What follows belongs to an exercise in optimizing a design on an open flow for small area, a short achievable clock period and few clock cycles per item; a production flow would make more cautious choices. Function was checked by simulation only, so behaviour that the tests miss may differ from the original.

## flow/design.v (module list and top-level ports; edited modules follow where they fit)
// module vec_lane_fast: 42 lines
// module vec_lane_mul: 162 lines
// module vec_red_tree: 908 lines
// module vector_alu_seq: 138 lines
module vector_alu_seq
#(
    parameter int BITS = 8,
    parameter int N    = 64,
    parameter int ML   = 8
) (
    input  logic                     clk,
    input  logic                     rst_n,
    input  logic [N*BITS-1:0]        A,
    input  logic [N*BITS-1:0]        B,
    input  logic [BITS-1:0]          scalar,
    input  logic                     scalar_sel,
    input  logic [2:0]               op_sel,
    input  logic                     start,
    output logic                     busy,
    output logic                     done,
    output logic [N*BITS-1:0]        S,
    output logic [BITS-1:0]          red_out,
    output logic                     sat
);
  // ...
==> flow/flow/run.sh <==
#!/bin/bash
# Standard layout, except that the port buffers use a plain buffer cell
# instead of the delay cell that buffer_ports picks by default.
set -euo pipefail
export BUFFER_PORTS_ARGS="-buffer_cell sky130_fd_sc_hd__buf_1"
bash standard.sh > standard.log 2>&1
==> flow/standard.sh <==
#!/bin/bash
# synth_recipe.tcl (not shown) runs the flow's synth.tcl, then flattens the netlist and writes it again
# the make line also repeats each setting of config.mk as NAME=value (left out here)
make -C /OpenROAD-flow-scripts/flow DESIGN_CONFIG=/design/flow/config.mk WORK_HOME=/design/flow/orfs CLKGATE_MAP_FILE= SYNTH_SCRIPT=/design/flow/synth_recipe.tcl "${@:-finish}"
==> flow/config.mk <==
export PLATFORM = sky130hd
export DESIGN_NAME = vector_alu_seq
export DESIGN_NICKNAME = vector_alu_seq
export VERILOG_FILES = /design/flow/design.v
export SDC_FILE = /design/flow/constraint.sdc
export NUM_CORES = 4
export LEC_CHECK = 0
export CAP_MARGIN = 20
export CELL_PAD_IN_SITES_DETAIL_PLACEMENT = 1
export CELL_PAD_IN_SITES_GLOBAL_PLACEMENT = 2
export CORE_AREA = 10 10 550 550
export DIE_AREA = 0 0 560 560
export SETUP_SLACK_MARGIN = 4
export SLEW_MARGIN = 20
==> flow/constraint.sdc <==
create_clock -name core_clock -period 14.0 [get_ports {clk}]
set_input_delay 2.8000 -clock core_clock [delete_from_list [all_inputs] [get_ports {clk}]]
set_output_delay 2.8000 -clock core_clock [all_outputs]
set_load 0.01 [all_outputs]
==> impl_results.md, run 1 <==
* Outcome: no timing/DRC/antenna violations
* Buffers, non-clock at 1773
* Synth-to-layout area growth at 16.25%
* Clk cell area share at 3.017%
* H-Tree Depth at 3
* Global placement routability congestion at 0.9949
* Hold path depth at 1
* Largest area contributor in the netlist: dfxtp_1
* Hold wc startpoint: k_q[0]
* CTS tree: done
* Tmin final at 9.843 ns
* Commonest non-fill, non-tap cell in the layout: buf_1
* Iter 0 DRT Violations at 13.72k
* EDFF count, synth at 9
* Worst path bufs/invs at 1
* Top cell category: multi-input gates
* Sink Count at 534
* Synthesized flop and latch total at 534
* Post-synth top area share at 11.97%
* Synth Area in Simple Gates at 16.44%
* Largest family of logic cells by synthesized area: XOR/XNOR gates
* Reg2reg start: k_q[2]
* Commonest cells post-synth: nand2_1, xnor2_1, nor2_1
* Sequential share of the synthesized area at 12.43%
* Mean Syn Cell Area at 8.238 um^2
* Synth Area in Adders at 20.63%
* Rows at 198
* Routed WL at 673900 um
* Synth top area cells: dfxtp_1, xnor2_1, ha_1, a222oi_1, fa_1
* Tightest Pin Transition at 1.286 ns
* First-pass GRT wire length at 889900 um
* Critical Path RT at 11.20 ns
* Gr busiest metal: met2
* Placed cell count at 15.58k
* Worst skew pair latency at 0.78 ns
* Postcts setup bufs at 0
* Slowest-stage cell, CP: xnor3_2
* Die ar. at 313600 um^2
Testbench counts, summed over its fixed seeds: cycles 4,670, items 1,600.
==> run 2, diff against run 1 <==
--- a/flow/config.mk
+++ b/flow/config.mk
@@ -12,3 +12,3 @@
 export DIE_AREA = 0 0 560 560
-export SETUP_SLACK_MARGIN = 4
+export SETUP_SLACK_MARGIN = 5
 export SLEW_MARGIN = 20
==> run 2 against run 1 <==
  * Clock skew down 0.0023 ns
  * Via count up 0.44%
  * Clock-buffer cell count unchanged
  * Sequential cell count unchanged
  * Setup slack better by 0.45 ns
  * Non-clock buffer count up 91
==> impl_results.md, run 2 <==
* # IOs at 1562 (unchanged)
* Synth-to-layout area growth at 18.80% (was 16.25%)
* Post-DP HPWL at 550800 um (unchanged)
* H-Tree Depth at 3 (unchanged)
* GR Util All Layers at 40.68% (was 40.51%)
* Syn_nets at 12.57k (unchanged)
* Buffers on Ports at 1561 (unchanged)
* Die Height at 560 um (unchanged)
* Most frequent cells in the layout: buf_1, nand2_1, xnor2_1 (unchanged)
* Largest area contributor in the netlist: dfxtp_1 (unchanged)
* Max Slew Vio Count at 0 (unchanged)
* Clk slew on worst S/H paths at 0.06 ns (about the same)
* Tcrit/Tclk final at 67.07% (was 70.31%)
* Synthesized flop and latch total at 534 (unchanged)
* Post-route ant nets at 0 (unchanged)
* Count of final setup violators at 0 (unchanged)
* Clock Tree Buf Depth at 3 (unchanged)
* Tmin final at 9.389 ns (was 9.843 ns)
* Chip Width at 560 um (unchanged)
* Initial antenna violation count at 147 (was 151)
* Critical Path RT at 11.20 ns (about the same)
* Max FFs per register at 512 (unchanged)
* Clk_skew at 0.04663 ns (was 0.04889 ns)
* DRT Pass-1 Iters at 11 (was 14)
* Vias in the first global route at 98.04k (was 97.68k)
* Global placement routability congestion at 0.9949 (unchanged)
* Post-synth top area share at 11.97% (unchanged)
* DRC at 0 (unchanged)
* Setup crit end kind: output pin (unchanged)
* Clock root buffer master: clkbuf_16 (unchanged)
* Outcome: no timing/DRC/antenna violations (unchanged)
* Nets at 13.89k (was 13.80k)
* Wire length per cell at 42.52 um (was 42.53 um)
* Setup WS post-layout at 4.611 ns (was 4.157 ns)
* Ys Warns at 2 (unchanged)
* Hold WC Path Type: register to register (unchanged)
* Routed vias/inst at 6.196 (was 6.201)
* RSZ-0062 raised after global routing: yes (was no)
* Tightest Pin Transition at 1.263 ns (was 1.286 ns)
* Slew HR at 15.71% (was 14.12%)
* Fraction of registers with async set/reset at 0.9363% (unchanged)
* CTS tree: done (unchanged)
* Routed WL at 677300 um (was 673900 um)
* Mapped Area at 86940 um^2 (unchanged)
* Arrival time worst endpoint at 6.59 ns (was 7.04 ns)
* Largest net degree at the start of global routing at 110 (unchanged)
* Starting Density at 29.92% (unchanged)
* Yosys cell types at 75 (unchanged)
* F_max at 106.5 MHz (was 101.6 MHz)
* Syn Inst Count at 10.55k (unchanged)
* Commonest non-fill, non-tap cell in the layout: buf_1 (unchanged)
* Maxcap violations at 0 (unchanged)
* Sequential share of the synthesized area at 12.43% (unchanged)
* Remaining Overflow, GRT at 0 (unchanged)
* Placed cell area at 97430 um^2 (unchanged)
* Predominant post-synthesis flop cell: dfxtp_1 (unchanged)
* Top Registers: s_q: 512 flops, sat_q: 8 flops, scalar_q: 8 flops (unchanged)
* Final hold vios at 0 (unchanged)
* Largest Register: s_q (unchanged)
* Commonest cells post-synth: nand2_1, xnor2_1, nor2_1 (unchanged)
* Pre-CTS WS at 3.248 ns (unchanged)
* Critical path class: register to output pin (unchanged)
* TritonCTS buffer count at 90 (unchanged)
* EDFF count, synth at 9 (unchanged)
* Mean Syn Cell Area at 8.238 um^2 (unchanged)
* CP max FO at 4 (was 3)
* Startpoint types: register (unchanged)
* Via count at 98.68k (was 98.25k)
* Post-route cell area at 103300 um^2 (was 101100 um^2)
* Worst skew pair latency at 0.78 ns (about the same)
* Share of cells above drive strength 1 at 11.75% (was 7.534%)
* First-pass GRT wire length at 893100 um (was 889900 um)
* Most common cell in the netlist: nand2_1 (unchanged)
* Synth top area cells: dfxtp_1, xnor2_1, ha_1, a222oi_1, fa_1 (unchanged)
* Final setup TNS at 0 ns (unchanged)
* Sink Count at 534 (unchanged)
* Iter 0 DRT Violations at 13.89k (was 13.72k)
* Rows at 198 (unchanged)
* CORE AREA at 290600 um^2 (unchanged)
* Die ar. at 313600 um^2 (unchanged)
[run 2: cell counts after synthesis]
Identical to the previous run, type by type.
[run 2: worst max-delay path: stages (launching register included)]
cell	delay (ns)
dfxtp_4	0.39
xnor3_2	0.51
maj3_4	0.46
maj3_2	0.42
xnor2_2	0.17
xnor2_2	0.23
xnor3_2	0.42
xnor2_2	0.18
xnor2_2	0.25
xor3_2	0.42
maj3_2	0.37
xor2_2	0.17
xnor2_2	0.15
maj3_2	0.35
ha_4	0.27
nand2_4	0.06
nor2_4	0.04
mux2i_4	0.21
xnor2_4	0.52
buf_6	0.19
[run 2: metrics by stage]
step / utilization (%) / hold slack [ns] / cells
floorplan: - / 0.4602 / 10553
global placement: 33.53 / 0.5374 / 15580
detailed placement: 33.53 / 0.5683 / 15580
CTS: 35.12 / 0.5380 / 15802
global route: 35.51 / 0.5732 / 15892
finish: 35.54 / 0.5460 / 15927
[run 2: final cells by class]
type	instances	area, um^2
timing repair buffer	1864	8532
tap	3900	4880
multi-input combinational	8867	73560
clock buffer	133	2656
clock inverter	33	392.9
sequential	534	11130
fill	34885	187300
antenna	82	205.2
inverter	514	1934
[run 2: per-layer routing]
| layer | vias up | wire length, um | global-route usage [%] |
|---|---|---|---|
| met5 | - | 324 | 0 |
| met4 | 48 | 47440 | 23.28 |
| met3 | 1281 | 67610 | 11.50 |
| met2 | 5667 | 292100 | 62.45 |
| met1 | 50619 | 269800 | 50.91 |
| li1 | 41067 | - | - |
[run 2: timing repair]
action	4_1_cts	5_1_grt
endpoints found under the setup margin	73	78
setup buffers	55	42
pin swaps	143	134
hold buffers	0	0
cloned	1	0
resized for setup	437	221
[run 2: path summary, 6_finish.rpt]
check	startpoint	endpoint	slack, ns	depth (start not counted)
setup / recovery	s_q[338]	red_out[7]	4.61	19
hold / removal	s_q[49]	s_q[41]	0.55	2
setup reg to reg	k_q[2]	s_q[184]	5.36	30
hold reg to reg	s_q[49]	s_q[41]	0.55	2
max in group asynchronous	rst_n	k_q[2]	11.49	1
min in group asynchronous	rst_n	done_q	2.04	1
[run 2: kinds of logic (layout without fill, tap and decap cells)]
family                     count (synthesis)  in the layout  synth area share, %
and+or+nand+nor                         3159           3159                16.44
AOI/OAI and AO/OA                       2090           2090                17.79
xor gates and xnor gates                1822           1822                22.11
adders and majority gates               1328           1328                20.63
buffers and inverters                   1153           2544                4.983
DFF                                      534            534                12.43
muxes                                    467            468                5.620
other                                      0             82                    0

## what the ideal ports hide
The flow's constraints put no driver on any port. The routed layouts listed below were extracted and timed again, unchanged, in two steps.
Step 1 sets driving cells, clkbuf_16 on the clock port and buf_2 on the other inputs (assumed; they add their load-dependent delay and slew).
Step 2 adds t to the input delays and takes it off the output delays; t is the mean of the earliest and latest rising clock arrival at the registers after step 1. Input paths then give back, and output paths get back, about the clock's delay inside the block.
a / b / c = ideal / step 1 / step 2; a / b = the first two.
| run | t (ns) | slack for setup (ns) | hold slack, ns | clock arrival spread, ns | worst register clock-pin slew, ns |
|---|---|---|---|---|---|
| run 1 | 0.869 | 4.157 / 4.044 / 3.655 | 0.580 / 0.580 / 0.580 | 0.054 / 0.055 | 0.07 / 0.07 |
| run 2 | 0.873 | 4.611 / 4.496 / 4.313 | 0.546 / 0.546 / 0.546 | 0.060 / 0.059 | 0.07 / 0.07 |
After both steps setup and hold are still met in every run listed. The setup slack of run 1, which loses most, moves by -0.113 ns with the drivers and by -0.502 ns with both steps.
